This design comes from an exercise in tuning for small area, a short achievable clock period and few clock cycles per item on the open sky130 flow, not from production work.
Function was not checked in any run shown here: the RTL went through the layout flow alone.

==> flow/design.v (outline; a module is shown in full before it is edited, if it fits) <==
// module afu_index: 11 lines
// module afu_rom: 1215 lines
// module afu_der_tree: 487 lines
// module activation_function_unit: 171 lines
module activation_function_unit (
	input  wire logic                 clk,
	input  wire logic                 arst_n,
	input  wire logic                 item_valid,
	output logic                      item_stall,
	input  wire logic signed [XW-1:0] x_in,
	input  wire logic                 last_in,
	output logic                      result_valid,
	input  wire logic                 result_stall,
	output logic signed [XW-1:0]      y_out,
	output logic                      last_out,
	input  wire logic                 cfg_valid,
	output logic                      cfg_ready,
	input  wire logic [2:0]           cfg_data
);
  // ...
==> flow/run.sh <==
#!/bin/bash
# synth_recipe.tcl (not shown) runs the flow's synth.tcl, then flattens the netlist and writes it again
# the make line also repeats each setting of config.mk as NAME=value (left out here)
make -C /OpenROAD-flow-scripts/flow DESIGN_CONFIG=/design/flow/config.mk WORK_HOME=/design/flow/orfs CLKGATE_MAP_FILE= SYNTH_SCRIPT=/design/flow/synth_recipe.tcl finish
==> flow/config.mk <==
export PLATFORM = sky130hd
export DESIGN_NAME = activation_function_unit
export DESIGN_NICKNAME = activation_function_unit
export VERILOG_FILES = /design/flow/design.v
export SDC_FILE = /design/flow/constraint.sdc
export NUM_CORES = 4
export LEC_CHECK = 0
export ABC_AREA = 1
export CAP_MARGIN = 80
export CORE_MARGIN = 2
export CORE_UTILIZATION = 60
export SLEW_MARGIN = 80
export SYNTH_MEMORY_MAX_BITS = 20000
==> flow/constraint.sdc <==
create_clock -name core_clock -period 12.0 [get_ports {clk}]
set_input_delay 2.4000 -clock core_clock [delete_from_list [all_inputs] [get_ports {clk}]]
set_output_delay 2.4000 -clock core_clock [all_outputs]
set_load 0.01 [all_outputs]
==> impl_metrics.json, run 1 <==
{
  "fmax_mhz": 192,
  "largest_cell_class": "multi-input combinational cells",
  "synth_mux_area_frac": 0.00196,
  "synthAdderAreaFrac": 0.247,
  "die_h_um": 142,
  "dr_total_vias": 12600,
  "synth_edf_count": 75,
  "grt_use_met1": 0.507,
  "pre_cts_ws_ns": 7.57,
  "nets": 1790,
  "dp_hpwl_mm": 33.8,
  "worstPathRequired_ns": 12.13,
  "final-clk-cell-share": 0.0241,
  "setup_viol": 0,
  "synth-compound-area-share": 0.105,
  "syn_nets": 1728,
  "cp_common_cell": "inv_1",
  "taps": 234,
  "final-seq-area_um2": 2800,
  "crit_path_cell_trace": "buf_2 > clkdlybuf4s18_2 > clkdlybuf4s15_2 > nand2_1 > inv_1 > fa_1 > inv_1 > fa_1 > inv_1 > fa_1 > ha_1 > inv_1 > ha_1 > a21oi_1 > o21ai_0 > a21oi_1 > o21bai_1 > a22oi_1 > clkdlybuf4s50_1 > nand3_1",
  "hp-class": "flop to flop",
  "ys_ff_latch": 100,
  "dieArea_um2": 20300,
  "numCtsBuffers": 9,
  "grt_max_degree": 39,
  "status": "complete, no violations",
  "die_w_um": 142,
  "avgSynthCellArea_um2": 7.50,
  "synth_simple_gate_area_frac": 0.264,
  "synthArstFlopShare": 0.0800,
  "min_path_cells": 0,
  "yosys_warnings": 1,
  "crit_type": "flop to flop"
}
==> inputs of run 2 (changes only) <==
==> flow/flow/run.sh (new file) <==
#!/bin/bash
# The standard layout, with repair_timing aiming 8.4 ns below the clock
# period (the setup margin), so that it sizes and buffers the critical
# paths; the design is still laid out and signed off at the design's period
# and constraints.
set -euo pipefail
bash standard.sh SETUP_SLACK_MARGIN=8.4 finish > standard.log 2>&1
==> flow/standard.sh (new file) <==
#!/bin/bash
# synth_recipe.tcl (not shown) runs the flow's synth.tcl, then flattens the netlist and writes it again
# the make line also repeats each setting of config.mk as NAME=value (left out here)
make -C /OpenROAD-flow-scripts/flow DESIGN_CONFIG=/design/flow/config.mk WORK_HOME=/design/flow/orfs CLKGATE_MAP_FILE= SYNTH_SCRIPT=/design/flow/synth_recipe.tcl "${@:-finish}"
--- a/flow/config.mk
+++ b/flow/config.mk
@@ -7,7 +7,7 @@
 export LEC_CHECK = 0
 export ABC_AREA = 1
-export CAP_MARGIN = 80
+export CAP_MARGIN = 20
 export CORE_MARGIN = 2
 export CORE_UTILIZATION = 60
-export SLEW_MARGIN = 80
+export SLEW_MARGIN = 20
 export SYNTH_MEMORY_MAX_BITS = 20000
removed: flow/run.sh
==> impl_metrics.json, run 2 <==
{
  "synth_edf_count": 75,
  "yosys.cell_types.count": 56,
  "portBuffers": 43,
  "path_clk_slew_ns": 0.07,
  "period_needed_ns": 3.69,
  "critPathMaxStageDelay_ns": 0.55,
  "syn_area_um2": 11500,
  "syn_nets": 1728,
  "maxSlewViolCount": 0,
  "drc": 0,
  "hold_viol_final": 0,
  "fmax_mhz": 271,
  "synthArstFlopShare": 0.0800,
  "path_delay_family": "adder cells",
  "path_buf_inv": 4,
  "die_h_um": 142,
  "status": "complete, no violations",
  "tns_ns": 0,
  "wirelength_mm": 39.8,
  "wl_per_cell_um": 21.3,
  "yosys_warnings": 1,
  "final_common_cell": "nand2_1",
  "cts_sinks": 100,
  "root_buffer": "clkbuf_16",
  "synth_top_area_cell": "edfxtp_1",
  "crit_type": "flop to flop",
  "ctsLongestPathBuffers": 2,
  "firstDrtPassIters": 7,
  "min_period_over_period": 0.307,
  "fp-row-count": 50,
  "dieArea_um2": 20300,
  "end_kind": "flop",
  "grt_overflow": 0,
  "grt_antenna_before_repair": 2,
  "maxCapViolations": 0,
  "worstPathRequired_ns": 12.10,
  "hold_ws_ns": 0.432,
  "synth_top_cell_area_share": 0.196,
  "core-area_um2": 18800,
  "drive_gt1_frac": 0.197,
  "avgSynthCellArea_um2": 7.50,
  "synth.most_common_cell": "nand2_1",
  "skew_ns": 0.0127,
  "ff2ff_setup_slack_ns": 8.31,
  "grt_pass1_vias": 11300,
  "cp_common_cell": "fa_1",
  "max_slew_margin": 0.495,
  "synth_seq_area_share": 0.243,
  "initial_utilization": 0.612,
  "grtUsageTotal": 0.392,
  "dp_hpwl_mm": 25.8,
  "crit_slowest_cell": "edfxtp_1",
  "synth_top_flop_cell": "edfxtp_1",
  "die_w_um": 142,
  "hp-class": "flop to flop",
  "antenna_left": 0,
  "path_max_fanout": 9,
  "gp_congestion": 1.14,
  "tightest_slew_ns": 0.756,
  "h-tree-depth": 3,
  "grt_pass1_wl_mm": 60.6,
  "critical_path_arrival_ns": 3.79,
  "worstSetupStartpointType": "flop",
  "syn2layout_area_growth_pct": 19.3,
  "nets": 1823,
  "synthTopCellsByCount": "nand2_1, inv_1, nand3_1",
  "rsz0062_at_grt": "true",
  "netlist_instances": 1532,
  "dr.first_iter.drc_count": 1788,
  "crit_path_cell_trace": "buf_4 > inv_1 > fa_1 > fa_1 > inv_1 > fa_1 > inv_2 > fa_2 > nand2_1 > o21ai_2 > nand3b_1",
  "dr_total_vias": 11600,
  "hold_buffers": 0,
  "cts_tree": "built",
  "numCtsBuffers": 9,
  "io_pins": 45,
  "grt_max_degree": 40,
  "setup_viol": 0,
  "via_per_inst": 6.21,
  "synth_area_leaders": "edfxtp_1, fa_1, nand2_1",
  "final_cell_mix": "nand2_1, inv_1, nand3_1",
  "insertion_delay_ns": 0.36,
  "ys_ff_latch": 100
}
==> run 2: cell counts after synthesis <==
Identical to the previous run, type by type.
==> run 2: worst paths after layout <==
path / to / cells after the start / startpoint
max: a2[5]$_DFFE_PN_ / 11 / w1[8]$_DFFE_PN_
min: l2$_DFFE_PN_ / 0 / l1$_DFFE_PN_
max reg2reg: a2[5]$_DFFE_PN_ / 11 / w1[8]$_DFFE_PN_
min reg2reg: l2$_DFFE_PN_ / 0 / l1$_DFFE_PN_
max in group asynchronous: sv$_DFF_PN0_ / 1 / arst_n
min in group asynchronous: v2$_DFFE_PN0N_ / 1 / arst_n
==> run 2: layout make-up <==
class | count | area (um2)
Multi-Input combinational cell | 1095 | 8010
Fill cell | 1407 | 5050
Sequential cell | 100 | 2790
Timing Repair Buffer | 143 | 1250
Inverter | 278 | 1080
Tap cell | 234 | 293
Clock buffer | 9 | 225
Clock inverter | 7 | 65.1
Antenna cell | 1 | 2.50
==> run 2: per-stage QoR <==
step / cell area (um2) / util / instances / setup WS [ns]
final: 13700 / 0.731 / 1867 / 8.31
after floorplan: 11500 / - / 1532 / 8.41
after global routing: 13700 / 0.731 / 1866 / 8.17
after detailed placement: 11900 / 0.635 / 1755 / 7.44
after CTS: 13200 / 0.701 / 1852 / 8.30
after global placement: 11900 / 0.635 / 1755 / 7.45
==> run 2: timing repair <==
action	in CTS	in global routing
buffers inserted	79	14
pin swaps	32	57
cloned	2	0
resized for setup	111	141
hold endpoints to repair	0	0
endpoints found under the setup margin	44	19
==> run 2: per-layer routing <==
layer  part of all wire  wire length [um]  vias to the layer above  GRT usage
li1                   -                 -                     5097          -
met1               0.36             14300                     5304      0.482
met3               0.11              4360                      302     0.0888
met2               0.44             17600                      900      0.614
met4              0.091              3620                        0      0.272
met5                  0                 0                        -          0
==> run 2: cell families (layout without fill, tap and decap cells) <==
group / after synthesis / count (layout) / synth area share
compound gates: 206 / 206 / 0.105
xor+xnor: 22 / 22 / 0.0184
fa+ha+maj: 171 / 171 / 0.247
buf+inv: 338 / 437 / 0.120
flops: 100 / 100 / 0.243
mux: 2 / 2 / 0.00196
other cells: 1 / 2 / 0.000326
simple gates: 692 / 693 / 0.264

==> separate check: timing with driven ports <==
How much do the figures lean on ideal ports? The routed layouts below were timed once more, with nothing changed but the port constraints. Step 1: set_driving_cell puts a clkbuf_16 on clk and a buf_2 on each other input, an assumption about the parent block. Step 2 also shifts input and output timing later by t, the mid clock arrival at the registers, as if the neighbouring blocks saw the same clock. Three values: no drivers, after step 1, after step 2; two values: the first two.
| run | t, ns | slack for setup (ns) | worst register clock-pin slew, ns | worst slew at a driven data input, ns |
|---|---|---|---|---|
| run 1 | 0.413 | 6.797 / 6.797 / 6.797 | 0.09 / 0.09 | 0.12 |
| run 2 | 0.395 | 8.312 / 8.312 / 8.061 | 0.08 / 0.08 | 0.03 |
After both steps setup and hold are still met in every run listed. The setup slack of run 2, which loses most, moves by 0.000 ns with the drivers and by -0.251 ns with both steps.
